Source: an optimization exercise on an open RTL-to-GDS flow (aim: small area). Production flows keep margins and buffers that such runs may drop. Function was checked by simulation only, so behaviour that the tests miss may differ from the original. Power figures rest on the tool's default switching activity, not on a simulated workload.

**flow/flow/run.sh**
```bash
#!/bin/bash
# Own layout flow: the standard ORFS flow with an area-oriented synthesis mapping, the
# smallest buffer on every port, and no dummy clock-tree loads. Each tool's output is logged.
set -euo pipefail
W=$(pwd)
F=$W/flow
bash standard.sh \
  SYNTH_SCRIPT=$F/synth.tcl \
  FLOW_ABC_SCRIPT=$F/area.abc \
  BUFFER_PORTS_ARGS="-buffer_cell sky130_fd_sc_hd__buf_1" \
  CTS_ARGS="-sink_clustering_enable -repair_clock_nets -dont_use_dummy_load -buf_list sky130_fd_sc_hd__clkbuf_8 -sink_clustering_size 16 -sink_clustering_max_diameter 40" \
  SKIP_REPAIR_TIE_FANOUT=1 CAP_MARGIN=0 SLEW_MARGIN=0 \
  finish > $W/flow_make.log 2>&1
cp -r $W/orfs/logs $W/flow_logs 2>/dev/null || true
```
**flow/flow/area.abc**
```
strash
ifraig
dc2
dch -f
map -a
mfs2
strash
dc2
dch -f
map -a
mfs2
strash
dch -f
map -a
topo
```
**flow/flow/synth.tcl**
```tcl
# The standard synthesis (synth_recipe.tcl) with two changes to the combinational mapping only:
# Yosys's extract_fa is skipped and abc runs an area-oriented script (flow/area.abc).
# Flip-flop mapping and register names are unchanged.
proc synth {args} { yosys synth -nofsm -noshare {*}$args }
proc extract_fa {args} { puts "flow: extract_fa skipped" }
proc abc {args} {
  set i [lsearch $args -script]
  lset args [expr {$i + 1}] $::env(FLOW_ABC_SCRIPT)
  puts "flow: abc $args"
  yosys abc {*}$args
}
source $::env(SCRIPTS_DIR)/synth.tcl
# left out here: clear keep_hierarchy, flatten, clean up, hide names made inside functions, write 1_2_yosys.v
```
**flow/standard.sh**
```bash
#!/bin/bash
# synth_recipe.tcl (not shown) runs the flow's synth.tcl, then flattens the netlist and writes it again
# the make line also repeats each setting of config.mk as NAME=value (left out here)
make -C /OpenROAD-flow-scripts/flow DESIGN_CONFIG=/design/flow/config.mk WORK_HOME=/design/flow/orfs CLKGATE_MAP_FILE= SYNTH_SCRIPT=/design/flow/synth_recipe.tcl "${@:-finish}"
```
**flow/config.mk**
```make
export PLATFORM = sky130hd
export DESIGN_NAME = ddr4_fine_sweep
export DESIGN_NICKNAME = ddr4_fine_sweep
export VERILOG_FILES = /design/flow/design.v
export SDC_FILE = /design/flow/constraint.sdc
export NUM_CORES = 4
export LEC_CHECK = 0
export CAP_MARGIN = 20
export CORE_MARGIN = 2
export CORE_UTILIZATION = 40
export SLEW_MARGIN = 20
```
**flow/constraint.sdc**
```tcl
create_clock -name core_clock -period 5.0 [get_ports {clk}]
set_input_delay 1.0000 -clock core_clock [delete_from_list [all_inputs] [get_ports {clk}]]
set_output_delay 1.0000 -clock core_clock [all_outputs]
set_load 0.01 [all_outputs]
```
**flow/design.v**
```verilog
module ddr4_fine_sweep #(
  parameter int LANES        = 16,
  parameter int DELAY_TAPS   = 64,
  parameter int COARSE_STEPS = 8,
  parameter int SPAN         = 32,
  parameter int SAMPLES      = 4,
  parameter int SETTLE       = 2,
  parameter int MIN_WIDTH    = 6,
  parameter int TIMEOUT      = 256
) (
  input  logic                                        clk,
  input  logic                                        rst,
  input  logic                                        fine_start,
  input  logic [$clog2(COARSE_STEPS)-1:0]             coarse_sel,
  input  logic [LANES-1:0]                            read_ok,
  input  logic                                        read_valid,
  output logic [$clog2(DELAY_TAPS)-1:0]               delay_tap,
  output logic                                        read_req,
  output logic                                        busy,
  output logic                                        fine_done,
  output logic                                        fine_failed,
  output logic [LANES-1:0]                            lane_valid,
  output logic [LANES*$clog2(DELAY_TAPS)-1:0]         best_start,
  output logic [LANES*$clog2(DELAY_TAPS)-1:0]         best_end,
  output logic [LANES*$clog2(DELAY_TAPS+1)-1:0]       best_width
);
  localparam int TAPW = $clog2(DELAY_TAPS);
  localparam int WW   = $clog2(DELAY_TAPS + 1);
  localparam int RW   = $clog2(SPAN + 1);       
  localparam logic [2:0] S_IDLE   = 3'd0;
  localparam logic [2:0] S_SETTLE = 3'd1;
  localparam logic [2:0] S_RREQ   = 3'd2;
  localparam logic [2:0] S_RWAIT  = 3'd3;
  localparam logic [2:0] S_EVAL   = 3'd4;
  localparam logic [2:0] S_FINISH = 3'd5;
  localparam logic [2:0] S_REPORT = 3'd6;
  logic [2:0]      r_state;
  logic [TAPW-1:0] r_tap;
  logic [1:0]      r_blk;     
  logic [7:0]      r_to;      
  logic [1:0]      r_smp;     
  logic            r_done;
  logic            r_failed;
  logic [LANES-1:0] r_fail;    
  logic [LANES-1:0] r_open;    
  logic [RW-2:0]    r_rm [LANES];   
  logic [LANES-1:0] r_nz;      
  logic [RW-2:0]    r_bm [LANES];   
  logic [TAPW-1:0]  r_be [LANES];   
  wire st_idle   = (r_state == S_IDLE);
  wire st_settle = (r_state == S_SETTLE);
  wire st_rwait  = (r_state == S_RWAIT);
  wire st_eval   = (r_state == S_EVAL);
  wire st_finish = (r_state == S_FINISH);
  wire st_report = (r_state == S_REPORT);
  wire w_start   = st_idle & fine_start;
  wire w_acc     = st_rwait & read_valid;
  wire w_tmo     = st_rwait & ~read_valid & (&r_to);
  wire w_last    = (&r_tap[2:0]) & ((&r_tap[5:3]) | (&r_blk));
  wire [TAPW-1:0] w_end = r_tap - {{(TAPW-1){1'b0}}, st_eval};
  logic [LANES-1:0] w_wide;
  for (genvar g = 0; g < LANES; g++) begin : g_wide
    assign w_wide[g] = r_nz[g] & (r_bm[g] >= (RW-1)'(MIN_WIDTH - 1));
  end
  always_ff @(posedge clk or posedge rst) begin
    if (rst) begin
      r_state  <= S_IDLE;
      r_tap    <= '0;
      r_done   <= 1'b0;
      r_failed <= 1'b0;
    end else begin
      r_done   <= st_report & (&w_wide);
      r_failed <= (st_report & ~&w_wide) | w_tmo;
      case (r_state)
        S_IDLE: if (fine_start) begin
          r_tap   <= {coarse_sel, 3'b000};
          r_state <= S_SETTLE;
        end
        S_SETTLE: if (r_to[0]) r_state <= S_RREQ;
        S_RREQ:   r_state <= S_RWAIT;
        S_RWAIT: begin
          if (read_valid)  r_state <= (&r_smp) ? S_EVAL : S_RREQ;
          else if (&r_to)  r_state <= S_IDLE;
        end
        S_EVAL: begin
          if (w_last) r_state <= S_FINISH;
          else begin
            r_tap   <= r_tap + 1'b1;
            r_state <= S_SETTLE;
          end
        end
        S_FINISH: r_state <= S_REPORT;
        default:  r_state <= S_IDLE;
      endcase
    end
  end
  always_ff @(posedge clk) begin
    r_to <= (st_settle | st_rwait) ? r_to + 1'b1 : 8'd0;
    r_smp <= ~st_settle ? (w_acc ? r_smp + 1'b1 : r_smp) : 2'd0;
    r_blk <= ~st_idle ? ((st_eval & ~w_last & (&r_tap[2:0])) ? r_blk + 1'b1 : r_blk) : 2'd0;
  end
  wire w_clr      = w_start | w_tmo;          
  wire w_run_hold = ~st_eval & ~st_idle;       
  for (genvar g = 0; g < LANES; g++) begin : g_lane
    wire          w_pass = st_eval & ~r_fail[g];
    wire          w_gt   = r_open[g] & (~r_nz[g] | (r_rm[g] > r_bm[g]));
    wire          w_upd  = ((st_eval & r_fail[g]) | st_finish) & w_gt;
    wire          w_hold = ~w_upd & ~w_clr;
    wire [RW-1:0] w_bw   = r_bm[g] + 1'b1;
    always_ff @(posedge clk) begin
      r_fail[g] <= ~st_settle & (r_fail[g] | (w_acc & ~read_ok[g]));
      r_open[g] <= w_pass | (w_run_hold & r_open[g]);
      r_rm[g]   <= ({(RW-1){w_pass & r_open[g]}} & (r_rm[g] + 1'b1)) | ({(RW-1){w_run_hold}} & r_rm[g]);
    end
    always_ff @(posedge clk or posedge rst) begin
      if (rst) begin
        r_nz[g] <= 1'b0;
        r_bm[g] <= '0;
        r_be[g] <= '0;
      end else begin
        r_nz[g] <= w_upd | (w_hold & r_nz[g]);
        r_bm[g] <= ({(RW-1){w_upd}} & r_rm[g]) | ({(RW-1){w_hold}} & r_bm[g]);
        r_be[g] <= ({TAPW{w_upd}} & w_end) | ({TAPW{w_hold}} & r_be[g]);
      end
    end
    assign lane_valid[g]              = (st_idle | st_report) & w_wide[g];
    assign best_width[g*WW +: WW]     = WW'({w_bw[RW-1:1], r_nz[g] & ~r_bm[g][0]});
    assign best_end[g*TAPW +: TAPW]   = r_be[g];
    assign best_start[g*TAPW +: TAPW] = r_be[g] - TAPW'(r_bm[g]);
  end
  assign delay_tap   = r_tap;
  assign read_req    = (r_state == S_RREQ);
  assign busy        = ~st_idle;
  assign fine_done   = r_done;
  assign fine_failed = r_failed;
endmodule
```
==> results.yml, run 1 <==
outcome:
  status: "finished clean"
sta:
  rsz0062_at_grt: "false"
  fin_crit_ns: 3.93
  fmax_mhz: 254
  tightest_slew_ns: 1.17
  slew_viol_final: 0
  tns_ns: 0
  hold_violations: 0
  fin_crit_sh: 0.786
  final-setup-viol-count: 0
  slew_headroom: 0.222
  hold_ws_ns: 0.466
  skew_ns: 0.0376
pwr:
  design_power_total_mw: 6.20
  p_leak_nw: 7.62
  powerDensity_nw_per_um2: 328
  peakVddDrop_uv: 186
routing:
  final_antenna_net_count: 0
  drt_iter0_markers: 844
  avgViaCountPerCell: 5.29
  vias: 16007
  first_pass_iters: 6
  wl_per_cell_um: 17.2
  route.detailed.drc: 0
  wl_um: 52000
worst_setup_path:
  cp.arrival_ns: 4.34
  r2r_start: "r_state[1]"
  critPathRequiredTime_ns: 5.40
  crit_type: "reg2reg"
  r2r_cells: 12
  r2r-end: "r_be[13][5]"
  worst_setup_path_start_kind: "flip-flop"
  cp-end-kind: "flip-flop"
  r2r_setup_slack_ns: 1.07
  critPathMaxFanout: 16
  crit_path_start: "r_state[1]"
hold_path:
  min-delay-path-class: "reg2reg"
  whs_path_depth: 1
  holdPathEnd: "r_open[8]"
  min_from: "r_fail[8]"
place:
  place_congestion: 0.855
  port_buffers: 336
  place_hpwl_um: 36700
  dp.cells: 2975
  placed_area_um2: 18200
yosys:
  async_flop_share: 0.621
  synth_commonest_cells: "nor2_1, clkinv_1, nand2_1"
  postSynthAreaPerCell_um2: 7.66
  synth_area_leaders: "dfrtp_1, dfxtp_1, nor2_1"
  ys_seq_area_frac: 0.469
  synth-main-ff-cell: "dfrtp_1"
  syn_nets: 2128
  synth_edf_count: 0
  synth-seq-cells: 327
  synth_top_cell_area_share: 0.315
  yosys_warnings: 4
  syn-cell-area_um2: 16100
  yosys.area.top_type: "dfrtp_1"
  yosysUniqueCellTypes: 24
  netlist_instances: 2105
  synthMostInstantiatedCell: "nor2_1"
clocking:
  numCtsBuffers: 51
  htreeDepth: 2
  cts_setup_buffers: 0
  clk_latency_ns: 0.58
  clk_pin_slew_ns: 0.06
  post_cts_resized: 0
  clockBufferDepth: 3
  cts_sinks: 327
  cts_root_buffer: "clkbuf_8"
  holdBufCountCts: 0
  cts_tree: "done"
final_layout:
  fin_cells: 3026
  nFillCells: 4095
  nets: 2526
  regArea_um2: 7560
  num_antenna_cells: 0
  syn_to_final_growth_pct: 17.3
  drive_gt1_frac: 0.0364
  final_area_um2: 18900
  multi_input_area_um2: 7200
grt:
  gr-total-overflow: 0
  grt_antenna_before_repair: 2
  grt_pass1_vias: 14925
  grt_pass1_wl_um: 80500
  grt_max_degree: 125
  grt.total_usage: 0.244
floorplanning:
  fp.dieH_um: 205
  dieWidth_um: 205
  core_um2: 39700
  num_io_pins: 353
  dieArea_um2: 41900
  start_util: 0.406
  num_rows: 73
job:
  maxCapViolations: 0
registers in the layout, summed over array words and instances, names as in the netlist, 3 cells and up:
signal / flops
r_be: 96
r_state: 3
r_bm: 80
r_nz: 16
r_tap: 6
r_open: 16
r_fail: 16
r_rm: 80
r_to: 8
metrics by stage:
stage | utilization | worst slack [ns]
after floorplan | - | 0.172
after global placement | 0.458 | 1.23
after detailed placement | 0.458 | 1.07
after CTS | 0.476 | 1.06
after global routing | 0.476 | 0.626
final | 0.476 | 1.07
placed cells by master, fill, tap and decap left out, drive strengths merged:
master and count:
a21oi 123, a221oi 1, a22oi 40, a31oi 1, buf 361, clkbuf 51
clkinv 349, conb 1, dfrtp 203, dfxtp 124, inv 2, nand2 240
nand3 50, nand4 1, nor2 398, nor3 40, nor4 5, o2111ai 14
o211ai 1, o21ai 175, o21bai 2, o221ai 24, o22ai 204, or2 2
xnor2 34, xor2 55
routing by layer:
layer / track usage / vias to the layer above / share of wire
met5: 0 / - / 0.00025
met4: 0.0748 / 2 / 0.028
met3: 0.0445 / 79 / 0.056
met2: 0.389 / 410 / 0.45
met1: 0.336 / 7582 / 0.46
li1: - / 7934 / -
report_power, final:
group / internal (mW) / leakage, nW / switching (mW) / total (mW)
clock network: 0.896 / 0.367 / 0.957 / 1.85
registers: 2.77 / 3.83 / 0.146 / 2.92
logic: 0.321 / 3.42 / 1.11 / 1.43
critical path, stage by stage (launching register included):
cell      delay (ns)
dfrtp_1         0.47
nor2_4          0.13
clkinv_2        0.06
nor2_1          0.31
clkinv_1        0.16
nor2_1          0.16
clkinv_1        0.10
nor2_1          0.27
clkinv_1        0.15
nor3_1          0.68
nand2_1         0.27
xor2_4          0.84
o21ai_0         0.19
worst max path at each step:
stage                     end  cells past startpoint
6_report          r_be[13][5]                     12
5_1_grt        best_start[94]                     15
4_1_cts        best_start[94]                     15
3_5_place_dp      r_be[13][5]                     12
3_3_place_gp      r_be[13][5]                     12
2_1_floorplan     r_be[10][5]                     12
layout make-up:
type / instances / area share
clock buffer: 51 / 0.0371
inverter: 351 / 0.0702
multi-input combinational: 1411 / 0.381
sequential: 327 / 0.400
tap: 525 / 0.0348
timing repair buffer: 361 / 0.0767
cell families (layout without fill, tap and decap cells):
kind of cell | after synthesis | after routing | synth area share
compound gates | 585 | 585 | 0.213
xor+xnor | 89 | 89 | 0.0484
buf+inv | 367 | 763 | 0.0892
flops | 327 | 327 | 0.469
other cells | 1 | 1 | 0.000233
simple gates | 736 | 736 | 0.180
==> inputs of run 2 (changes only) <==
==> flow/flow/run.sh (replaced) <==
#!/bin/bash
# Own layout flow: the standard ORFS flow with an area-oriented synthesis mapping, the
# smallest buffer on every port, and no dummy clock-tree loads. Each tool's output is logged.
set -euo pipefail
W=$(pwd)
F=$W/flow
bash standard.sh \
  SYNTH_SCRIPT=$F/synth.tcl \
  FLOW_ABC_SCRIPT=$F/area.abc \
  BUFFER_PORTS_ARGS="-buffer_cell sky130_fd_sc_hd__buf_1" \
  CTS_ARGS="-sink_clustering_enable -repair_clock_nets -dont_use_dummy_load -buf_list sky130_fd_sc_hd__clkbuf_8 -sink_clustering_size 20 -sink_clustering_max_diameter 50" \
  SKIP_REPAIR_TIE_FANOUT=1 \
  finish > $W/flow_make.log 2>&1
cp -r $W/orfs/logs $W/flow_logs 2>/dev/null || true
==> run 2 against run 1 <==
Still clean. Register-to-register slack improved by 0.02 ns. First-iteration DRC count is 13% higher. Final cell count fell by 0.40%. Synthesized cell count stayed put. Non-clock buffer count is 1 higher. Hold slack better by 0.013 ns. Clock skew is 0.015 ns higher. Count of clock-buffer cells in the layout shrank 14. Total power decreased by 4.9%. Via count decreased by 0.56%. Die area is the same. Core utilization decreased by 0.43 points.
==> results.yml, run 2 <==
sta:
  rsz0062_at_grt: "false"
  fin_crit_sh: 0.783
  fmax_mhz: 255
  skew_ns: 0.0525
  tns_ns: 0
  slew_headroom: 0.294
  final-setup-viol-count: 0
  fin_crit_ns: 3.91
  hold_violations: 0
  tightest_slew_ns: 1.06
  slew_viol_final: 0
clocking:
  htreeDepth: 2
  post_cts_resized: 0
  cts_sinks: 327
  numCtsBuffers: 37
  clk_pin_slew_ns: 0.06
  holdBufCountCts: 0
  cts_tree: "done"
  cts_setup_buffers: 0
  cts_root_buffer: "clkbuf_8"
  clk_latency_ns: 0.55
  clockBufferDepth: 3
routing:
  drt_iter0_markers: 957
  final_antenna_net_count: 0
  first_pass_iters: 5
  route.detailed.drc: 0
  vias: 15917
  wl_per_cell_um: 17.2
  avgViaCountPerCell: 5.28
  wl_um: 51800
worst_setup_path:
  r2r_cells: 12
  critPathRequiredTime_ns: 5.35
  worst_setup_path_start_kind: "flip-flop"
  r2r_start: "r_state[1]"
  cp.arrival_ns: 4.26
  r2r_setup_slack_ns: 1.09
  cp-end-kind: "flip-flop"
  cp_cell_sequence: "nor2_4 > clkinv_2 > nor2_1 > clkinv_1 > nor2_1 > clkinv_1 > nor2_1 > clkinv_1 > nor3_1 > nand2_1 > xor2_4 > o21ai_0"
  cpPeakStageDelay_ns: 0.83
  endpoint: "r_be[15][5]"
  r2r-end: "r_be[15][5]"
  crit_type: "reg2reg"
  critPathMaxFanout: 16
  crit_path_start: "r_state[1]"
  crit_slowest_cell: "xor2_4"
yosys:
  syn_nets: 2128
  postSynthAreaPerCell_um2: 7.66
  syn-cell-area_um2: 16100
  synth-main-ff-cell: "dfrtp_1"
  async_flop_share: 0.621
  ys_seq_area_frac: 0.469
  synth_top_cell_area_share: 0.315
  synth_area_leaders: "dfrtp_1, dfxtp_1, nor2_1"
  synth_commonest_cells: "nor2_1, clkinv_1, nand2_1"
  yosys_warnings: 4
  synth_edf_count: 0
  yosysUniqueCellTypes: 24
  yosys.area.top_type: "dfrtp_1"
  synthMostInstantiatedCell: "nor2_1"
  netlist_instances: 2105
  synth-seq-cells: 327
grt:
  use_met1: 0.338
  top_usage_layer: "met2"
  grt_pass1_vias: 14773
  grt.total_usage: 0.241
  gr-total-overflow: 0
  grt_pass1_wl_um: 79900
  grt_max_degree: 125
  grt.met2_usage: 0.386
  grt_antenna_before_repair: 3
  use_met3: 0.0395
final_layout:
  nets: 2513
  syn_to_final_growth_pct: 16.2
  regMostFlops: "r_be"
  fin_cells: 3014
  largest_reg_flops: 96
  final_util: 0.471
  top_regs: "r_be (96), r_bm (80), r_rm (80)"
  layout_common_cells: "nor2_1, clkinv_1, buf_1"
  final_common_cell: "nor2_1"
  drive_gt1_frac: 0.0322
floorplanning:
  num_io_pins: 353
  core_um2: 39700
  dieArea_um2: 41900
  fp.dieH_um: 205
  num_rows: 73
  dieWidth_um: 205
  start_util: 0.406
pwr:
  powerDensity_nw_per_um2: 315
  internal_power_mw: 3.75
  clock_power_share: 0.264
  pwr-share-comb: 0.243
  p_sw_frac: 0.365
  p_leak_nw: 7.52
  p_sw_mw: 2.15
  peakVddDrop_uv: 227
  power_frac_seq: 0.494
place:
  dp.cells: 2975
  port_buffers: 336
  place_hpwl_um: 36700
  place_congestion: 0.855
job:
  maxCapViolations: 0
outcome:
  status: "finished clean"
hold_path:
  min-delay-path-class: "reg2reg"
[run 2: worst min-delay path by stage]
stage	from	end	slack [ns]	depth (start not counted)
5_1_grt	r_rm[12][2]	r_rm[12][2]	0.51	2
6_report	r_rm[6][2]	r_rm[6][2]	0.48	2
3_3_place_gp	r_blk[1]	r_blk[1]	0.46	2
4_1_cts	r_fail[8]	r_open[8]	0.48	1
2_1_floorplan	r_to[0]	r_to[0]	0.43	1
3_5_place_dp	r_to[0]	r_to[0]	0.47	1
[run 2: per-layer routing]
| metal | part of all wire | wire length [um] |
|---|---|---|
| met1 | 0.46 | 24000 |
| met2 | 0.45 | 23500 |
| met3 | 0.057 | 2950 |
| met4 | 0.025 | 1290 |
| met5 | 0.00025 | 13 |
[run 2: critical path, delay by kind of cell, from the launching register on]
family,cells,cell delay (ns)
AND/OR/NAND/NOR,6,1.82
buffers and inverters,4,0.45
XOR/XNOR,1,0.83
flip-flops,1,0.47
AO/OA/AOI/OAI,1,0.17
[run 2: through the flow]
| stage | hold WS (ns) | setup WS (ns) | power [mW] | instance area (um2) |
|---|---|---|---|---|
| 2_1_floorplan | 0.434 | 0.172 | 3.71 | 16100 |
| 3_3_place_gp | 0.457 | 1.23 | 4.38 | 18200 |
| 3_5_place_dp | 0.467 | 1.07 | 4.39 | 18200 |
| 4_1_cts | 0.480 | 1.06 | 5.94 | 18700 |
| 5_1_grt | 0.508 | 0.642 | 6.18 | 18700 |
| 6_report | 0.479 | 1.09 | 5.90 | 18700 |
[run 2: logic make-up after synthesis]
| group | count (synthesis) | share of synthesized area |
|---|---|---|
| flops | 327 | 0.469 |
| other cells | 1 | 0.000233 |
| xor+xnor | 89 | 0.0484 |
| compound gates | 585 | 0.213 |
| buf+inv | 367 | 0.0892 |
| simple gates | 736 | 0.180 |
[run 2: cell type report]
cell class                 count  area, um2
inverter                     351       1330
timing repair buffer         362       1460
clock buffer                  37        509
antenna                        1       2.50
multi-input combinational   1411       7210
fill                        4090      21000
sequential                   327       7560
tap                          525        657
[run 2: power groups by stage]
stage          clock, mW  combinational, mW  sequential (mW)
6_report            1.55               1.43             2.91
3_5_place_dp           0               1.43             2.96
5_1_grt             1.69               1.56             2.93
3_3_place_gp           0               1.42             2.96
2_1_floorplan          0              0.755             2.95
4_1_cts             1.60               1.44             2.91
==> inputs of run 3 (changes only) <==
--- a/flow/flow/run.sh
+++ b/flow/flow/run.sh
@@ -6,9 +6,9 @@
 F=$W/flow
 bash standard.sh \
   SYNTH_SCRIPT=$F/synth.tcl \
-  FLOW_ABC_SCRIPT=$F/area.abc \
+  FLOW_ABC_SCRIPTS="$F/a1.abc $F/a2.abc $F/a3.abc" \
   BUFFER_PORTS_ARGS="-buffer_cell sky130_fd_sc_hd__buf_1" \
   CTS_ARGS="-sink_clustering_enable -repair_clock_nets -dont_use_dummy_load -buf_list sky130_fd_sc_hd__clkbuf_8 -sink_clustering_size 20 -sink_clustering_max_diameter 50" \
-  SKIP_REPAIR_TIE_FANOUT=1 \
+  SKIP_REPAIR_TIE_FANOUT=1 CORE_UTILIZATION=65 PLACE_DENSITY=0.75 \
   finish > $W/flow_make.log 2>&1
 cp -r $W/orfs/logs $W/flow_logs 2>/dev/null || true
==> flow/flow/a1.abc (new file) <==
strash
ifraig
dc2
dch -f
map -a
mfs2
strash
dc2
dch -f
map -a
mfs2
strash
dch -f
map -a
topo
==> flow/flow/a2.abc (new file) <==
strash
balance -l
resub -K 6 -l
rewrite -l
resub -K 6 -N 2 -l
refactor -l
resub -K 8 -l
balance -l
resub -K 8 -N 2 -l
rewrite -l
resub -K 10 -l
rewrite -z -l
resub -K 10 -N 2 -l
balance -l
resub -K 12 -l
refactor -z -l
resub -K 12 -N 2 -l
rewrite -z -l
balance -l
dch -f
map -a
mfs2
strash
dch -f
map -a
mfs2
strash
balance -l
resub -K 6 -l
rewrite -l
resub -K 6 -N 2 -l
refactor -l
resub -K 8 -l
balance -l
resub -K 8 -N 2 -l
rewrite -l
resub -K 10 -l
rewrite -z -l
resub -K 10 -N 2 -l
balance -l
resub -K 12 -l
refactor -z -l
resub -K 12 -N 2 -l
rewrite -z -l
balance -l
dch -f
map -a
topo
dnsize
==> flow/flow/a3.abc (new file) <==
strash
ifraig
balance -l
resub -K 6 -l
rewrite -l
resub -K 6 -N 2 -l
refactor -l
resub -K 8 -l
balance -l
resub -K 8 -N 2 -l
rewrite -l
resub -K 10 -l
rewrite -z -l
resub -K 10 -N 2 -l
balance -l
resub -K 12 -l
refactor -z -l
resub -K 12 -N 2 -l
rewrite -z -l
balance -l
dc2
dch -f
map -a
mfs2
strash
dc2
balance -l
resub -K 6 -l
rewrite -l
resub -K 6 -N 2 -l
refactor -l
resub -K 8 -l
balance -l
resub -K 8 -N 2 -l
rewrite -l
resub -K 10 -l
rewrite -z -l
resub -K 10 -N 2 -l
balance -l
resub -K 12 -l
refactor -z -l
resub -K 12 -N 2 -l
rewrite -z -l
balance -l
dch -f
map -a
mfs2
strash
dch -f
map -a
topo
dnsize
==> flow/flow/synth.tcl (replaced) <==
# The standard synthesis (synth_recipe.tcl) with two changes to the combinational mapping only:
# Yosys's extract_fa is skipped, and abc is run with each area-oriented script listed in
# FLOW_ABC_SCRIPTS, keeping the result with the smallest cell area.
# Flip-flop mapping and register names are unchanged.
proc synth {args} { yosys synth -nofsm -noshare {*}$args }
proc extract_fa {args} { puts "flow: extract_fa skipped" }
proc flow_area {f} {
  set fh [open $f r]; set t [read $fh]; close $fh
  if {[regexp {Chip area for module '[^']*': ([0-9.eE+-]+)} $t -> a]} { return $a }
  return 1e30
}
proc abc {args} {
  set i [lsearch $args -script]
  set libargs {}
  foreach lib $::env(LIB_FILES) { lappend libargs -liberty $lib }
  yosys design -save flow_pre_abc
  set best 1e30
  set n 0
  foreach scr $::env(FLOW_ABC_SCRIPTS) {
    yosys design -load flow_pre_abc
    lset args [expr {$i + 1}] $scr
    puts "flow: abc $args"
    yosys abc {*}$args
    set f $::env(RESULTS_DIR)/flow_abc_$n.stat
    yosys tee -q -o $f stat {*}$libargs
    set a [flow_area $f]
    puts "flow: abc script [file tail $scr]: area $a"
    if {$a < $best} {
      set best $a
      yosys design -save flow_best_abc
    }
    incr n
  }
  yosys design -load flow_best_abc
  puts "flow: kept abc result with area $best"
}
source $::env(SCRIPTS_DIR)/synth.tcl
# left out here: clear keep_hierarchy, flatten, clean up, hide names made inside functions, write 1_2_yosys.v
removed: flow/flow/area.abc
==> run 3 against run 2 <==
Routed wire length is 7.8% lower. Register-to-register slack better by 0.57 ns. First-iteration DRC count is 48% higher. Count of clock-buffer cells in the layout is 3 lower. Final cell count is 9.9% lower. Non-clock buffer count is 4 lower. Critical endpoint is now best_start[41].
==> results.yml, run 3 <==
outcome:
  status: "finished clean"
worst_setup_path:
  r2r_cells: 11
  critPathMaxFanout: 5
  r2r_setup_slack_ns: 1.66
  cp.arrival_ns: 2.89
  cpPeakStageDelay_ns: 0.43
  crit_slowest_cell: "dfrtp_1"
  crit_type: "reg2out"
  r2r_start: "r_state[2]"
  worst_setup_path_start_kind: "flip-flop"
  cp_top_family: "compound AO/OA/AOI/OAI gates"
  cp-end-kind: "primary output"
  critPathRequiredTime_ns: 4.00
  r2r-end: "r_be[4][5]"
  cp_num_buf_inv: 3
  crit_path_start: "r_bm[6][1]"
  cp_cell_sequence: "clkinv_1 > nor2_1 > nor2_1 > a31oi_1 > maj3_1 > nand2_1 > a21oi_1 > clkinv_1 > nand2_1 > o21ai_0 > xor2_1 > buf_1"
clocking:
  htreeDepth: 2
  post_cts_resized: 0
  clk_pin_slew_ns: 0.09
  clockBufferDepth: 3
  numCtsBuffers: 34
  cts_root_buffer: "clkbuf_8"
  cts_sinks: 327
  clk_latency_ns: 0.55
  cts_tree: "done"
  cts_setup_buffers: 0
  holdBufCountCts: 0
sta:
  tightest_slew_ns: 1.01
  final-setup-viol-count: 0
  fin_crit_sh: 0.777
  tns_ns: 0
  rsz0062_at_grt: "false"
  fmax_mhz: 257
  slew_viol_final: 0
  skew_ns: 0.0731
  hold_violations: 0
  slew_headroom: 0.328
  fin_crit_ns: 3.89
place:
  placed_area_um2: 17800
  place_hpwl_um: 33800
  place_congestion: 0.943
  port_buffers: 336
floorplanning:
  start_util: 0.660
  fp.dieH_um: 161
  num_io_pins: 353
  core_um2: 24300
  dieWidth_um: 161
  num_rows: 57
  dieArea_um2: 26000
routing:
  vias: 16273
  route.detailed.drc: 0
  drt_iter0_markers: 1416
  wl_um: 47700
  avgViaCountPerCell: 5.99
  wl_per_cell_um: 17.6
  first_pass_iters: 6
  final_antenna_net_count: 0
pwr:
  powerDensity_nw_per_um2: 296
  design_power_total_mw: 5.43
  peakVddDrop_uv: 243
  p_leak_nw: 7.18
yosys:
  synth-seq-cells: 327
  synth_top_cell_area_share: 0.316
  syn-cell-area_um2: 16100
  yosysUniqueCellTypes: 28
  synth_commonest_cells: "nor2_1, clkinv_1, nand2_1"
  ys_seq_area_frac: 0.471
  async_flop_share: 0.621
  syn_nets: 2039
  yosys.area.top_type: "dfrtp_1"
  netlist_instances: 2016
  postSynthAreaPerCell_um2: 7.97
  synthMostInstantiatedCell: "nor2_1"
  synth-main-ff-cell: "dfrtp_1"
  synth_area_leaders: "dfrtp_1, dfxtp_1, nor2_1"
  yosys_warnings: 4
  synth_edf_count: 0
job:
  maxCapViolations: 0
final_layout:
  num_antenna_cells: 0
  layout_common_cells: "buf_1, nor2_1, clkinv_1"
  nets: 2417
  regMostFlops: "r_be"
  final_util: 0.754
  multi_input_area_um2: 7480
  largest_reg_flops: 96
  drive_gt1_frac: 0.0322
  top_regs: "r_be (96), r_bm (80), r_rm (80)"
  nFillCells: 1934
  regArea_um2: 7560
  final_area_um2: 18300
  final_common_cell: "buf_1"
  syn_to_final_growth_pct: 14.2
hold_path:
  min_from: "r_smp[0]"
  min-delay-path-class: "reg2reg"
  whs_path_depth: 2
  holdPathEnd: "r_smp[0]"
grt:
  grt_pass1_vias: 14956
  grt_antenna_before_repair: 0
  grt.total_usage: 0.362
  grt_pass1_wl_um: 75700
  grt_max_degree: 138
  gr-total-overflow: 0
[run 3: cell types whose count changed after synthesis, sizes merged, moves of 21 or more]
| cell | delta |
|---|---|
| clkinv | -86 |
| nor2 | -83 |
| nand3 | +34 |
| xor2 | +31 |
| o22ai | -27 |
| a21oi | -25 |
| a22oi | -23 |
| a31oi | +23 |
| o211ai | +21 |
[run 3: stage by stage]
stage / std cells / hold slack (ns) / setup WS [ns]
final: 2716 / 0.448 / 1.11
after global routing: 2716 / 0.461 / 0.838
after global placement: 2676 / 0.430 / 1.84
after floorplan: 2016 / 0.416 / 0.324
after CTS: 2711 / 0.445 / 1.14
after detailed placement: 2677 / 0.432 / 1.70
[run 3: worst max-delay path by stage]
stage / endpoint / slack [ns] / cells after the start
detailed placement: r_be[12][5] / 1.70 / 12
finish: best_start[41] / 1.11 / 12
global route: best_start[53] / 0.84 / 12
CTS: best_start[41] / 1.14 / 12
floorplan: r_be[0][0] / 0.32 / 1
global placement: r_be[6][3] / 1.84 / 10
[run 3: cell families (layout without fill, tap and decap cells)]
logic type / count (synthesis) / count (layout) / share of synthesized area
DFF: 327 / 327 / 0.471
and+or+nand+nor: 720 / 720 / 0.184
xor gates and xnor gates: 115 / 115 / 0.0627
other: 1 / 1 / 0.000233
adders and majority gates: 16 / 16 / 0.00997
AOI/OAI and AO/OA: 556 / 556 / 0.203
buffers and inverters: 281 / 657 / 0.0694
[run 3: worst reg2reg max path: cells and delay by family, from the launching register on]
| family | cells | cell delay [ns] |
|---|---|---|
| buf+inv | 3 | 0.55 |
| xor+xnor | 1 | 0.48 |
| compound gates | 1 | 0.10 |
| simple gates | 6 | 1.50 |
| flops | 1 | 0.55 |
[run 3: cell type report]
cell class	instances	share of cell area
inverter	265	0.0547
timing repair buffer	358	0.0777
clock buffer	34	0.0255
sequential	327	0.412
multi-input combinational	1408	0.408
tap	324	0.0221
[run 3: routing by layer]
layer	GRT usage	share of wire	vias up
met5	0	0	-
li1	-	-	7710
met4	0.155	0.039	0
met1	0.489	0.42	7690
met3	0.0634	0.084	129
met2	0.579	0.46	744
[run 3: where the power goes]
group / total (mW) / switching, mW / internal [mW]
Combinational: 1.11 / 0.879 / 0.234
Clock: 1.47 / 0.859 / 0.609
Sequential: 2.85 / 0.119 / 2.73
Total: 5.43 / 1.86 / 3.58
==> inputs of run 4 (changes only) <==
--- a/flow/flow/run.sh
+++ b/flow/flow/run.sh
@@ -9,6 +9,6 @@
   FLOW_ABC_SCRIPTS="$F/a1.abc $F/a2.abc $F/a3.abc" \
   BUFFER_PORTS_ARGS="-buffer_cell sky130_fd_sc_hd__buf_1" \
   CTS_ARGS="-sink_clustering_enable -repair_clock_nets -dont_use_dummy_load -buf_list sky130_fd_sc_hd__clkbuf_8 -sink_clustering_size 20 -sink_clustering_max_diameter 50" \
-  SKIP_REPAIR_TIE_FANOUT=1 CORE_UTILIZATION=65 PLACE_DENSITY=0.75 \
+  SKIP_REPAIR_TIE_FANOUT=1 CORE_UTILIZATION=55 PLACE_DENSITY=0.65 CAP_MARGIN=0 GPL_TIMING_DRIVEN=0 \
   finish > $W/flow_make.log 2>&1
 cp -r $W/orfs/logs $W/flow_logs 2>/dev/null || true
==> run 4 against run 3 <==
Count of clock-buffer cells in the layout up 2. Maximum frequency down 16%. Still clean. Design area rose by 2.4%. Flip-flop and latch count unchanged. Via count shrank 2.3%.
==> results.yml, run 4 <==
yosys:
  yosys_warnings: 4
  synth-seq-cells: 327
  yosys.area_share.adder: 0.00997
  synthMostInstantiatedCell: "nor2_1"
  syn-cell-area_um2: 16100
  yosysUniqueCellTypes: 28
  syn_nets: 2039
  ys_seq_area_frac: 0.471
  synth-xor-area-share: 0.0627
  async_flop_share: 0.621
  synth_commonest_cells: "nor2_1, clkinv_1, nand2_1"
  yosys.area.top_type: "dfrtp_1"
  synth-compound-area-share: 0.203
  netlist_instances: 2016
  synth-main-ff-cell: "dfrtp_1"
  synth_top_family_by_area: "compound AO/OA/AOI/OAI gates"
  synth_top_cell_area_share: 0.316
  synth_edf_count: 0
  postSynthAreaPerCell_um2: 7.97
  muxShareOfSynthArea: 0
  synth_area_leaders: "dfrtp_1, dfxtp_1, nor2_1"
  yosys.area_share.simple: 0.184
worst_setup_path:
  crit_type: "reg2out"
  cp_cell_sequence: "nor2_4 > buf_12 > clkinv_2 > nor2_1 > nor2_2 > nor2_1 > buf_1"
  worst_setup_path_start_kind: "flip-flop"
  cp.arrival_ns: 3.63
  r2r_setup_slack_ns: 0.41
  critPathRequiredTime_ns: 4.00
  critPathMaxFanout: 34
  cp-end-kind: "primary output"
  cpMostUsedCell: "nor2_1"
  crit_slowest_cell: "clkinv_2"
  cpPeakStageDelay_ns: 0.59
pwr:
  clock_power_share: 0.271
  power_frac_seq: 0.505
  internal_power_mw: 3.69
  pwr-share-comb: 0.224
  peakVddDrop_uv: 242
  p_leak_nw: 7.35
  p_sw_mw: 1.96
  p_sw_frac: 0.347
  powerDensity_nw_per_um2: 301
  design_power_total_mw: 5.65
place:
  place_hpwl_um: 34500
  port_buffers: 336
  place_congestion: 0.887
clocking:
  cts_root_buffer: "clkbuf_8"
  cts_sinks: 327
  clockBufferDepth: 3
  holdBufCountCts: 0
  cts_tree: "done"
  clk_latency_ns: 0.55
  htreeDepth: 2
  clk_pin_slew_ns: 0.08
  numCtsBuffers: 36
  cts_setup_buffers: 0
routing:
  final_antenna_net_count: 0
  wl_per_cell_um: 17.4
  avgViaCountPerCell: 5.69
  vias: 15898
  wl_um: 48500
  route.detailed.drc: 0
  first_pass_iters: 6
  drt_iter0_markers: 1227
final_layout:
  top_regs: "r_be (96), r_bm (80), r_rm (80)"
  nFillCells: 2635
  layout_common_cells: "buf_1, nor2_1, clkinv_1"
  final_util: 0.655
  regMostFlops: "r_be"
  final_common_cell: "buf_1"
  nets: 2430
  largest_reg_flops: 96
  syn_to_final_growth_pct: 17.0
  drive_gt1_frac: 0.0395
outcome:
  status: "finished clean"
sta:
  tightest_slew_ns: 0.763
  fin_crit_sh: 0.925
  hold_violations: 0
  slew_headroom: 0.492
  fin_crit_ns: 4.63
  fmax_mhz: 216
  skew_ns: 0.0380
  final-setup-viol-count: 0
  tns_ns: 0
  rsz0062_at_grt: "false"
  slew_viol_final: 0
grt:
  grt_max_degree: 78
  grt_pass1_wl_um: 76500
  grt_antenna_before_repair: 1
  grt.total_usage: 0.312
  grt_pass1_vias: 14395
  gr-total-overflow: 0
floorplanning:
  core_um2: 28700
  dieArea_um2: 30600
  num_io_pins: 353
  num_rows: 62
  dieWidth_um: 175
  start_util: 0.560
  fp.dieH_um: 175
hold_path:
  min-delay-path-class: "reg2reg"
job:
  maxCapViolations: 0
## run 4: changes by cell type in the layout (fill, tap and decap cells not counted), sizes merged
cell	before	now
clkinv	263	265
buf	355	368
diode	0	3
inv	2	0
## run 4: path summary, 6_finish.rpt
check,cells after the start,end,start
hold / removal,2,r_blk[1],r_blk[1]
setup / recovery,7,lane_valid[11],r_state[0]
max in group asynchronous,3,r_be[15][3],rst
min in group asynchronous,2,r_be[10][2],rst
hold reg to reg,2,r_blk[1],r_blk[1]
setup reg to reg,12,r_be[15][5],r_state[2]
## run 4: metal layers
layer  wire (um)  up-vias  track usage
li1            -     7742            -
met1       21300     7519        0.431
met2       22400      544        0.499
met3        3510       93       0.0598
met4        1360        0       0.0951
met5           0        -            0
## run 4: repair_timing
item                                    in CTS  in global routing
endpoints found under the setup margin      25                 16
endpoints found under the hold margin        0                  0
gates resized for setup                      1                  1
gates cloned                                 0                  0
## run 4: kinds of logic (layout without fill, tap and decap cells)
family	count (synthesis)	after routing
other	1	4
adders and majority gates	16	16
AOI/OAI and AO/OA	556	556
and+or+nand+nor	720	720
DFF	327	327
xor gates and xnor gates	115	115
buffers and inverters	281	670
## run 4: layout make-up
cell class | instances | area [um2] | area share
inverter | 265 | 1010 | 0.0536
timing repair buffer | 353 | 1570 | 0.0834
tap | 384 | 480 | 0.0256
clock buffer | 36 | 495 | 0.0264
multi-input combinational | 1408 | 7550 | 0.402
antenna | 3 | 7.51 | 0.000400
sequential | 327 | 7560 | 0.402
buffer | 16 | 120 | 0.00639
## run 4: power by group through the flow
stage                     Combinational (mW)  Sequential (mW)  Clock, mW
after CTS                               1.25             2.85       1.56
after detailed placement                1.25             2.90          0
final                                   1.27             2.85       1.53
after global routing                    1.35             2.87       1.66
after floorplan                        0.605             2.88          0
after global placement                  1.07             2.89          0
## run 4: through the flow
step	hold slack, ns	setup slack (ns)	std cells	cell area, um2
6_report	0.449	0.373	2792	18800
5_1_grt	0.477	0.188	2790	18800
4_1_cts	0.454	0.0172	2784	18700
3_5_place_dp	0.441	-0.244	2748	18200
3_3_place_gp	0.425	-4.80	2736	17800
2_1_floorplan	0.416	0.324	2016	16100
## run 4: worst max-delay path, delay by kind of cell (launching register included)
kind	cells	cell delay [ns]
flops	1	0.49
buf+inv	3	1.04
simple gates	4	1.52
==> inputs of run 5 (changes only) <==
--- a/flow/flow/run.sh
+++ b/flow/flow/run.sh
@@ -9,6 +9,6 @@
   FLOW_ABC_SCRIPTS="$F/a1.abc $F/a2.abc $F/a3.abc" \
   BUFFER_PORTS_ARGS="-buffer_cell sky130_fd_sc_hd__buf_1" \
   CTS_ARGS="-sink_clustering_enable -repair_clock_nets -dont_use_dummy_load -buf_list sky130_fd_sc_hd__clkbuf_8 -sink_clustering_size 20 -sink_clustering_max_diameter 50" \
-  SKIP_REPAIR_TIE_FANOUT=1 CORE_UTILIZATION=55 PLACE_DENSITY=0.65 CAP_MARGIN=0 GPL_TIMING_DRIVEN=0 \
+  SKIP_REPAIR_TIE_FANOUT=1 CORE_UTILIZATION=70 PLACE_DENSITY=0.8 CAP_MARGIN=0 GPL_TIMING_DRIVEN=0 \
   finish > $W/flow_make.log 2>&1
 cp -r $W/orfs/logs $W/flow_logs 2>/dev/null || true
==> run 5 against run 4 <==
First-iteration DRC count is 41% higher. Maximum frequency is 1.0% lower. Via count is 5.2% higher. Area after synthesis stayed put. Clock skew is 0.028 ns higher. Largest power group unchanged. Global-route usage is 8.0 points higher. Routed wire length is 0.73% higher. Critical path depth is 6 higher. Sequential power hardly changed.
==> results.yml, run 5 <==
outcome:
  status: "finished clean"
routing:
  drt_iter0_markers: 1733
  final_antenna_net_count: 0
  first_pass_iters: 6
  route.detailed.drc: 0
  wl_um: 48900
  vias: 16723
  wl_per_cell_um: 18.2
  avgViaCountPerCell: 6.21
yosys:
  ys_seq_area_frac: 0.471
  async_flop_share: 0.621
  synth-main-ff-cell: "dfrtp_1"
  synth_commonest_cells: "nor2_1, clkinv_1, nand2_1"
  syn-cell-area_um2: 16100
  netlist_instances: 2016
  synth_top_cell_area_share: 0.316
  postSynthAreaPerCell_um2: 7.97
  yosysUniqueCellTypes: 28
  yosys.area.top_type: "dfrtp_1"
  synth_edf_count: 0
  synth_area_leaders: "dfrtp_1, dfxtp_1, nor2_1"
  synthMostInstantiatedCell: "nor2_1"
  syn_nets: 2039
  synth-seq-cells: 327
  yosys_warnings: 4
floorplanning:
  dieWidth_um: 155
  num_io_pins: 353
  core_um2: 22600
  fp.dieH_um: 155
  dieArea_um2: 24200
  start_util: 0.712
  num_rows: 55
worst_setup_path:
  critPathMaxFanout: 34
  r2r_cells: 13
  cp_cell_sequence: "clkinv_1 > nand2_2 > nor2_1 > clkinv_2 > buf_12 > nor2_1 > clkinv_1 > nor3_4 > nand2_1 > nor2_1 > xor2_4 > buf_16 > o21ai_0"
  cp-end-kind: "flip-flop"
  r2r_setup_slack_ns: 0.33
  r2r_start: "r_state[1]"
  critPathRequiredTime_ns: 5.35
  cpMostUsedCell: "nor2_1"
  worst_setup_path_start_kind: "flip-flop"
  crit_type: "reg2reg"
  cpPeakStageDelay_ns: 0.48
  crit_slowest_cell: "nor2_1"
  r2r-end: "r_be[6][5]"
  crit_path_start: "r_state[1]"
  cp.arrival_ns: 5.02
clocking:
  clk_pin_slew_ns: 0.09
  htreeDepth: 2
  holdBufCountCts: 0
  numCtsBuffers: 36
  cts_tree: "done"
  cts_setup_buffers: 0
  cts_sinks: 327
  clk_latency_ns: 0.57
  cts_root_buffer: "clkbuf_8"
  clockBufferDepth: 3
sta:
  slew_headroom: 0.451
  slew_viol_final: 0
  rsz0062_at_grt: "false"
  hold_violations: 0
  skew_ns: 0.0655
  tns_ns: 0
  final-setup-viol-count: 0
  fin_crit_sh: 0.935
  fmax_mhz: 214
  tightest_slew_ns: 0.822
  fin_crit_ns: 4.67
grt:
  grt_max_degree: 82
  top_usage_layer: "met2"
  grt.met2_usage: 0.640
  use_met3: 0.0930
  grt.total_usage: 0.392
  grt_antenna_before_repair: 1
  gr-total-overflow: 0
  use_met1: 0.493
  grt_pass1_wl_um: 76300
  grt_pass1_vias: 15593
final_layout:
  regMostFlops: "r_be"
  final_util: 0.827
  nFillCells: 1524
  top_regs: "r_be (96), r_bm (80), r_rm (80)"
  largest_reg_flops: 96
  layout_common_cells: "buf_1, nor2_1, clkinv_1"
  drive_gt1_frac: 0.0395
  nets: 2430
  final_common_cell: "buf_1"
  syn_to_final_growth_pct: 16.3
  fin_cells: 2691
hold_path:
  min_from: "r_smp[0]"
  whs_path_depth: 2
  holdPathEnd: "r_smp[0]"
  min-delay-path-class: "reg2reg"
pwr:
  peakVddDrop_uv: 207
  powerDensity_nw_per_um2: 304
  p_leak_nw: 7.35
job:
  maxCapViolations: 0
place:
  place_hpwl_um: 33900
  dp.cells: 2649
  place_congestion: 0.918
  port_buffers: 336
[run 5: cell type report]
class                           count  area (um2)  area share
Antenna cell                        1        2.50    0.000134
Buffer                             16         120     0.00643
Clock buffer                       36         495      0.0265
Inverter                          265        1010      0.0539
Multi-Input combinational cell   1408        7550       0.404
Sequential cell                   327        7560       0.405
Tap cell                          285         357      0.0191
Timing Repair Buffer              353        1580      0.0847
[run 5: critical path, delay by kind of cell (launching register included)]
family / cells / cell delay, ns
AOI/OAI and AO/OA: 1 / 0.09
xor gates and xnor gates: 1 / 0.46
buffers and inverters: 5 / 1.34
DFF: 1 / 0.47
and+or+nand+nor: 6 / 2.08
[run 5: cell families (layout without fill, tap and decap cells)]
logic type | count (synthesis) | count (layout) | share of synthesized area
xor gates and xnor gates | 115 | 115 | 0.0627
adders and majority gates | 16 | 16 | 0.00997
other | 1 | 2 | 0.000233
DFF | 327 | 327 | 0.471
and+or+nand+nor | 720 | 720 | 0.184
AOI/OAI and AO/OA | 556 | 556 | 0.203
buffers and inverters | 281 | 670 | 0.0694
[run 5: timing repair]
| action | CTS | global route |
|---|---|---|
| setup endpoints to repair | 32 | 9 |
| gates cloned | 0 | 0 |
| resized for setup | 2 | 1 |
[run 5: worst max path at each step]
stage                              to
after global placement    r_be[13][1]
after CTS                  r_be[6][5]
final                      r_be[6][5]
after global routing       r_be[6][5]
after detailed placement  r_be[13][5]
after floorplan            r_be[0][0]
[run 5: layer usage]
metal	wire length, um	share of wire
met2	23100	0.47
met1	18500	0.38
met4	2220	0.045
met3	5090	0.10
met5	0	0
[run 5: stage by stage]
stage	power, mW	setup slack [ns]	instance area [um2]	hold WS (ns)
2_1_floorplan	3.49	0.324	16100	0.416
3_3_place_gp	3.92	-4.32	17700	0.425
3_5_place_dp	4.13	-0.229	18100	0.433
4_1_cts	5.60	0.366	18600	0.442
5_1_grt	5.84	0.0450	18700	0.470
6_report	5.67	0.326	18700	0.443
[run 5: report_power, final]
group | internal (mW) | leakage [nW] | total, mW | switching, mW
combinational | 0.328 | 3.27 | 1.29 | 0.958
clock | 0.643 | 0.259 | 1.53 | 0.885
sequential | 2.73 | 3.83 | 2.86 | 0.125
total | 3.71 | 7.35 | 5.67 | 1.97
==> inputs of run 6 (changes only) <==
--- a/flow/flow/run.sh
+++ b/flow/flow/run.sh
@@ -9,6 +9,6 @@
   FLOW_ABC_SCRIPTS="$F/a1.abc $F/a2.abc $F/a3.abc" \
   BUFFER_PORTS_ARGS="-buffer_cell sky130_fd_sc_hd__buf_1" \
   CTS_ARGS="-sink_clustering_enable -repair_clock_nets -dont_use_dummy_load -buf_list sky130_fd_sc_hd__clkbuf_8 -sink_clustering_size 20 -sink_clustering_max_diameter 50" \
-  SKIP_REPAIR_TIE_FANOUT=1 CORE_UTILIZATION=70 PLACE_DENSITY=0.8 CAP_MARGIN=0 GPL_TIMING_DRIVEN=0 \
+  SKIP_REPAIR_TIE_FANOUT=1 CORE_UTILIZATION=55 PLACE_DENSITY=0.65 \
   finish > $W/flow_make.log 2>&1
 cp -r $W/orfs/logs $W/flow_logs 2>/dev/null || true
==> run 6 against run 5 <==
Sequential share of layout area grew 0.44 points. Area after synthesis is the same. Via count shrank 4.1%. Hold slack gained 0.0062 ns. Maximum frequency grew 19%. Core utilization shrank 18 points. First-iteration DRC count shrank 26%. Combinational power shrank 12%. Register-to-register slack gained 1.4 ns. Synthesized cell count is the same.
==> results.yml, run 6 <==
grt:
  grt_pass1_vias: 14333
  top_usage_layer: "met2"
  use_met3: 0.0616
  grt.total_usage: 0.308
  grt.met2_usage: 0.482
  grt_max_degree: 134
  grt_pass1_wl_um: 75300
  use_met1: 0.428
  grt_antenna_before_repair: 0
  gr-total-overflow: 0
clocking:
  numCtsBuffers: 37
  cts_tree: "done"
  cts_setup_buffers: 0
  clockBufferDepth: 3
  holdBufCountCts: 0
  htreeDepth: 2
  cts_sinks: 327
  post_cts_resized: 0
  clk_latency_ns: 0.56
  cts_root_buffer: "clkbuf_8"
  clk_pin_slew_ns: 0.09
worst_setup_path:
  crit_slowest_cell: "inv_2"
  crit_type: "reg2out"
  r2r_start: "r_state[1]"
  cpPeakStageDelay_ns: 0.62
  endpoint: "lane_valid[5]"
  worst_setup_path_start_kind: "flip-flop"
  cp-end-kind: "primary output"
  crit_path_start: "r_state[0]"
  r2r-end: "r_be[8][3]"
  cp.arrival_ns: 2.94
  critPathMaxFanout: 34
  cp_cell_sequence: "nor2_4 > inv_2 > nor2_1 > nor2_1 > buf_4 > nor2_1 > buf_1"
  cpMostUsedCell: "nor2_1"
  critPathRequiredTime_ns: 4.00
  r2r_setup_slack_ns: 1.69
  r2r_cells: 10
sta:
  slew_viol_final: 0
  final-setup-viol-count: 0
  tightest_slew_ns: 1.00
  fin_crit_ns: 3.94
  slew_headroom: 0.333
  fin_crit_sh: 0.788
  rsz0062_at_grt: "false"
  hold_violations: 0
  fmax_mhz: 254
  tns_ns: 0
  skew_ns: 0.0593
yosys:
  yosys.area.top_type: "dfrtp_1"
  synth_top_cell_area_share: 0.316
  netlist_instances: 2016
  synthMostInstantiatedCell: "nor2_1"
  yosysUniqueCellTypes: 28
  synth-main-ff-cell: "dfrtp_1"
  synth-seq-cells: 327
  muxShareOfSynthArea: 0
  synth_commonest_cells: "nor2_1, clkinv_1, nand2_1"
  yosys.area_share.adder: 0.00997
  synth_edf_count: 0
  postSynthAreaPerCell_um2: 7.97
  async_flop_share: 0.621
  synth_top_family_by_area: "compound AO/OA/AOI/OAI gates"
  ys_seq_area_frac: 0.471
  synth_area_leaders: "dfrtp_1, dfxtp_1, nor2_1"
  yosys.area_share.simple: 0.184
  yosys_warnings: 4
  synth-compound-area-share: 0.203
  synth-xor-area-share: 0.0627
  syn_nets: 2039
  syn-cell-area_um2: 16100
routing:
  wl_per_cell_um: 17.4
  first_pass_iters: 5
  avgViaCountPerCell: 5.77
  wl_um: 48400
  final_antenna_net_count: 0
  drt_iter0_markers: 1282
  route.detailed.drc: 0
  vias: 16036
pwr:
  internal_power_mw: 3.64
  peakVddDrop_uv: 289
  powerDensity_nw_per_um2: 300
  p_leak_nw: 7.21
  pwr-share-comb: 0.205
  power_frac_seq: 0.515
  p_sw_frac: 0.343
  p_sw_mw: 1.90
  clock_power_share: 0.280
final_layout:
  drive_gt1_frac: 0.0330
  final_area_um2: 18500
  syn_to_final_growth_pct: 15.0
  final_common_cell: "buf_1"
  fin_cells: 2779
  regMostFlops: "r_be"
  nets: 2420
  layout_common_cells: "buf_1, nor2_1, clkinv_1"
  largest_reg_flops: 96
  top_regs: "r_be (96), r_bm (80), r_rm (80)"
  num_antenna_cells: 0
job:
  maxCapViolations: 0
place:
  dp.cells: 2738
  place_congestion: 0.898
  place_hpwl_um: 34100
  placed_area_um2: 17900
  port_buffers: 336
floorplanning:
  dieWidth_um: 175
  start_util: 0.560
  core_um2: 28700
  num_rows: 62
  num_io_pins: 353
  dieArea_um2: 30600
  fp.dieH_um: 175
outcome:
  status: "finished clean"
hold_path:
  min-delay-path-class: "reg2reg"
==> run 6: cell types whose count changed in the layout (fill, tap and decap cells not counted), moves of 2 or more <==
| cell | previous run | this run |
|---|---|---|
| xor2_4 | 2 | 0 |
| nor2_2 | 2 | 4 |
| inv_2 | 0 | 2 |
| buf_16 | 9 | 0 |
| nor2_4 | 5 | 2 |
| xor2_2 | 0 | 2 |
| o221ai_1 | 15 | 17 |
| clkinv_4 | 2 | 0 |
| buf_4 | 19 | 17 |
| o221ai_2 | 9 | 7 |
==> run 6: cells by family after synthesis <==
logic type / count (synthesis)
adders and majority gates: 16
AOI/OAI and AO/OA: 556
buffers and inverters: 281
xor gates and xnor gates: 115
and+or+nand+nor: 720
other: 1
DFF: 327
==> run 6: per-stage QoR <==
step	hold WS, ns	setup slack [ns]	util	power, mW
final	0.449	1.06	0.644	5.53
after global routing	0.475	0.852	0.644	5.75
after detailed placement	0.435	1.61	0.624	4.02
after CTS	0.448	1.03	0.642	5.54
after global placement	0.431	1.66	0.623	4.00
after floorplan	0.416	0.324	-	3.49
==> run 6: routing by layer <==
| metal | wire (um) | vias up |
|---|---|---|
| met3 | 3690 | 106 |
| met5 | 0 | - |
| met4 | 1590 | 0 |
| met2 | 21900 | 583 |
| met1 | 21200 | 7630 |
| li1 | - | 7717 |
==> run 6: power by group through the flow <==
| stage | clock network (mW) | logic, mW | registers (mW) |
|---|---|---|---|
| after floorplan | 0 | 0.605 | 2.88 |
| after global placement | 0 | 1.11 | 2.89 |
| after detailed placement | 0 | 1.12 | 2.90 |
| after CTS | 1.57 | 1.13 | 2.84 |
| after global routing | 1.66 | 1.22 | 2.87 |
| final | 1.55 | 1.13 | 2.85 |
==> run 6: worst max-delay path, delay by kind of cell, from the launching register on <==
| family | cells | cell delay (ns) |
|---|---|---|
| buf+inv | 3 | 1.03 |
| flops | 1 | 0.51 |
| simple gates | 4 | 0.84 |
==> run 6: worst min-delay path by stage <==
stage,from,to,cells after the start
after global placement,r_smp[0],r_smp[0],2
final,r_smp[0],r_smp[0],2
after global routing,r_smp[0],r_smp[0],2
after floorplan,r_smp[0],r_smp[0],2
after CTS,r_smp[0],r_smp[0],2
after detailed placement,r_smp[0],r_smp[0],2
==> run 6: final cells by class <==
class,count,area (um2)
well taps,384,480
fillers,2641,10200
clock buffers,37,509
inverters,265,1000
multi-input cells,1408,7470
repair buffers,358,1450
flip-flops and latches,327,7560
==> inputs of run 7 (changes only) <==
==> flow/flow/run.sh (replaced) <==
#!/bin/bash
# Own layout flow: the standard ORFS flow with an area-oriented synthesis mapping, the
# smallest buffer on every port, and no dummy clock-tree loads. Each tool's output is logged.
set -euo pipefail
W=$(pwd)
F=$W/flow
bash standard.sh \
  SYNTH_SCRIPT=$F/synth.tcl \
  FLOW_ABC_SCRIPTS="$F/a1.abc $F/a2.abc $F/a3.abc" \
  BUFFER_PORTS_ARGS="-buffer_cell sky130_fd_sc_hd__buf_1" \
  CTS_ARGS="-sink_clustering_enable -repair_clock_nets -dont_use_dummy_load -buf_list sky130_fd_sc_hd__clkbuf_8 -sink_clustering_size 16 -sink_clustering_max_diameter 40" \
  SKIP_REPAIR_TIE_FANOUT=1 CORE_UTILIZATION=55 PLACE_DENSITY=0.65 CAP_MARGIN=0 SLEW_MARGIN=0 \
  finish > $W/flow_make.log 2>&1
cp -r $W/orfs/logs $W/flow_logs 2>/dev/null || true
==> run 7 against run 6 <==
Synthesized cell count is the same. Die area is the same. Critical path type unchanged. Maximum frequency fell by 1.1%. Critical path depth stayed put. Hold slack gained 0.0036 ns. Non-clock buffer count shrank 4. Largest power group unchanged. Setup slack got worse by 0.045 ns. Still clean. Total power increased by 1.2%. Clock power is 5% higher. Sequential share of layout area about the same.
==> results.yml, run 7 <==
routing:
  drt_iter0_markers: 1316
  vias: 15984
  wl_per_cell_um: 17.4
  first_pass_iters: 7
  avgViaCountPerCell: 5.75
  wl_um: 48300
  final_antenna_net_count: 0
  route.detailed.drc: 0
yosys:
  synth_edf_count: 0
  synth_commonest_cells: "nor2_1, clkinv_1, nand2_1"
  synth-seq-cells: 327
  netlist_instances: 2016
  yosys.area.top_type: "dfrtp_1"
  yosys_warnings: 4
  yosysUniqueCellTypes: 28
  ys_seq_area_frac: 0.471
  syn_nets: 2039
  syn-cell-area_um2: 16100
  async_flop_share: 0.621
  synth_top_cell_area_share: 0.316
  synth-main-ff-cell: "dfrtp_1"
  synthMostInstantiatedCell: "nor2_1"
  synth_area_leaders: "dfrtp_1, dfxtp_1, nor2_1"
  postSynthAreaPerCell_um2: 7.97
worst_setup_path:
  critPathMaxFanout: 34
  worst_setup_path_start_kind: "flip-flop"
  cpPeakStageDelay_ns: 0.63
  cp.arrival_ns: 2.99
  cp-end-kind: "primary output"
  critPathRequiredTime_ns: 4.00
  cp_cell_sequence: "nor2_4 > inv_2 > nor2_1 > nor2_1 > buf_4 > nor2_1 > buf_1"
  crit_slowest_cell: "inv_2"
  cpMostUsedCell: "nor2_1"
  crit_type: "reg2out"
pwr:
  powerDensity_nw_per_um2: 304
  p_leak_nw: 7.22
  peakVddDrop_uv: 198
sta:
  tns_ns: 0
  final-setup-viol-count: 0
  hold_violations: 0
  slew_headroom: 0.150
  fmax_mhz: 251
  fin_crit_sh: 0.797
  fin_crit_ns: 3.99
  rsz0062_at_grt: "false"
  slew_viol_final: 0
  skew_ns: 0.0504
  tightest_slew_ns: 1.27
place:
  place_congestion: 0.898
  place_hpwl_um: 34000
  port_buffers: 336
final_layout:
  drive_gt1_frac: 0.0301
  num_antenna_cells: 0
  layout_common_cells: "buf_1, nor2_1, clkinv_1"
  nFillCells: 2641
  top_regs: "r_be (96), r_bm (80), r_rm (80)"
  syn_to_final_growth_pct: 14.9
  nets: 2420
  final_common_cell: "buf_1"
  regMostFlops: "r_be"
  largest_reg_flops: 96
  final_util: 0.643
grt:
  grt_pass1_wl_um: 75600
  use_met3: 0.0511
  grt_pass1_vias: 14357
  grt_max_degree: 134
  use_met1: 0.442
  gr-total-overflow: 0
  grt.met2_usage: 0.483
  top_usage_layer: "met2"
  grt_antenna_before_repair: 1
  grt.total_usage: 0.308
clocking:
  holdBufCountCts: 0
  clk_pin_slew_ns: 0.09
  numCtsBuffers: 41
  cts_setup_buffers: 0
  post_cts_resized: 0
  cts_tree: "done"
  htreeDepth: 2
  clk_latency_ns: 0.56
  cts_sinks: 327
  clockBufferDepth: 3
  cts_root_buffer: "clkbuf_8"
floorplanning:
  num_io_pins: 353
  start_util: 0.560
  num_rows: 62
  core_um2: 28700
  dieWidth_um: 175
  fp.dieH_um: 175
  dieArea_um2: 30600
outcome:
  status: "finished clean"
hold_path:
  min-delay-path-class: "reg2reg"
job:
  maxCapViolations: 0
[run 7: cell counts after synthesis]
Identical to the previous run, type by type.
[run 7: final cells by class]
cell class / instances / area, um2 / share of cell area
repair buffers: 354 / 1420 / 0.0770
multi-input cells: 1408 / 7430 / 0.402
clock buffers: 41 / 564 / 0.0306
inverters: 265 / 1000 / 0.0544
flip-flops and latches: 327 / 7560 / 0.410
well taps: 384 / 480 / 0.0260
[run 7: cell families (layout without fill, tap and decap cells)]
logic type	after synthesis	after routing	synth area share
simple gates	720	720	0.184
other cells	1	1	0.000233
xor+xnor	115	115	0.0627
flops	327	327	0.471
compound gates	556	556	0.203
fa+ha+maj	16	16	0.00997
buf+inv	281	660	0.0694
[run 7: metal layers]
layer / wire length [um] / vias to the layer above
li1: - / 7748
met5: 11 / -
met3: 3690 / 92
met4: 1410 / 2
met1: 21300 / 7546
met2: 21800 / 596
[run 7: power breakdown]
group / leakage (nW) / internal, mW / switching (mW)
clock network: 0.295 / 0.727 / 0.898
logic: 3.10 / 0.242 / 0.888
registers: 3.83 / 2.74 / 0.113
total: 7.22 / 3.70 / 1.90
[run 7: per-stage QoR]
stage	cells	total power [mW]	worst slack, ns	instance area, um2	hold slack [ns]
after floorplan	2016	3.49	0.324	16100	0.416
after global routing	2779	5.84	0.793	18500	0.483
final	2779	5.60	1.01	18500	0.453
after global placement	2738	4.00	1.66	17900	0.431
after detailed placement	2738	4.02	1.59	17900	0.440
after CTS	2779	5.63	0.975	18500	0.453
[run 7: worst max-delay path, delay by kind of cell, from the launching register on]
kind	cells	cell delay [ns]
buffers and inverters	3	1.06
AND/OR/NAND/NOR	4	0.87
flip-flops	1	0.51
[run 7: worst paths after layout]
path	end	cells past startpoint	start	slack, ns
setup reg to reg	r_be[1][3]	10	r_state[1]	1.71
hold reg to reg	r_smp[0]	2	r_smp[0]	0.45
min in group asynchronous	r_nz[6]	2	rst	0.65
max in group asynchronous	r_bm[10][1]	3	rst	3.25
setup / recovery	lane_valid[0]	7	r_state[0]	1.01
hold / removal	r_smp[0]	2	r_smp[0]	0.45

port drivers added, routing unchanged:
Ports are ideal in the flow. The routed layouts listed here were re-timed in OpenROAD.
Step 1 assumes that a clkbuf_16 drives the clock port and a buf_2 every other input.
Step 2 moves the port delays by t, midway between the first and last clock arrival at a register: inputs arrive t later, outputs are due t later. That takes back most of the time a late clock gives input paths.
a / b / c = no drivers / after step 1 / after step 2; a / b = the first two.
run | t, ns | slack for setup (ns) | worst setup path at the end | clock arrival spread, ns | worst data-port slew with drivers (ns)
run 1 | 0.617 | 1.069 / 1.046 / 1.069 | register to register | 0.038 / 0.037 | 0.07
run 2 | 0.575 | 1.086 / 1.074 / 1.086 | register to register | 0.054 / 0.054 | 0.08
run 3 | 0.560 | 1.113 / 1.065 / 1.625 | register to output | 0.075 / 0.075 | 0.07
run 4 | 0.585 | 0.373 / 0.323 / 0.407 | register to register | 0.038 / 0.038 | 0.08
run 5 | 0.578 | 0.326 / 0.326 / 0.326 | register to register | 0.065 / 0.065 | 0.10
run 6 | 0.587 | 1.059 / 1.008 / 1.595 | register to output | 0.059 / 0.059 | 0.06
run 7 | 0.586 | 1.014 / 0.966 / 1.551 | register to output | 0.055 / 0.055 | 0.07
After both steps setup and hold are still met in every run listed.
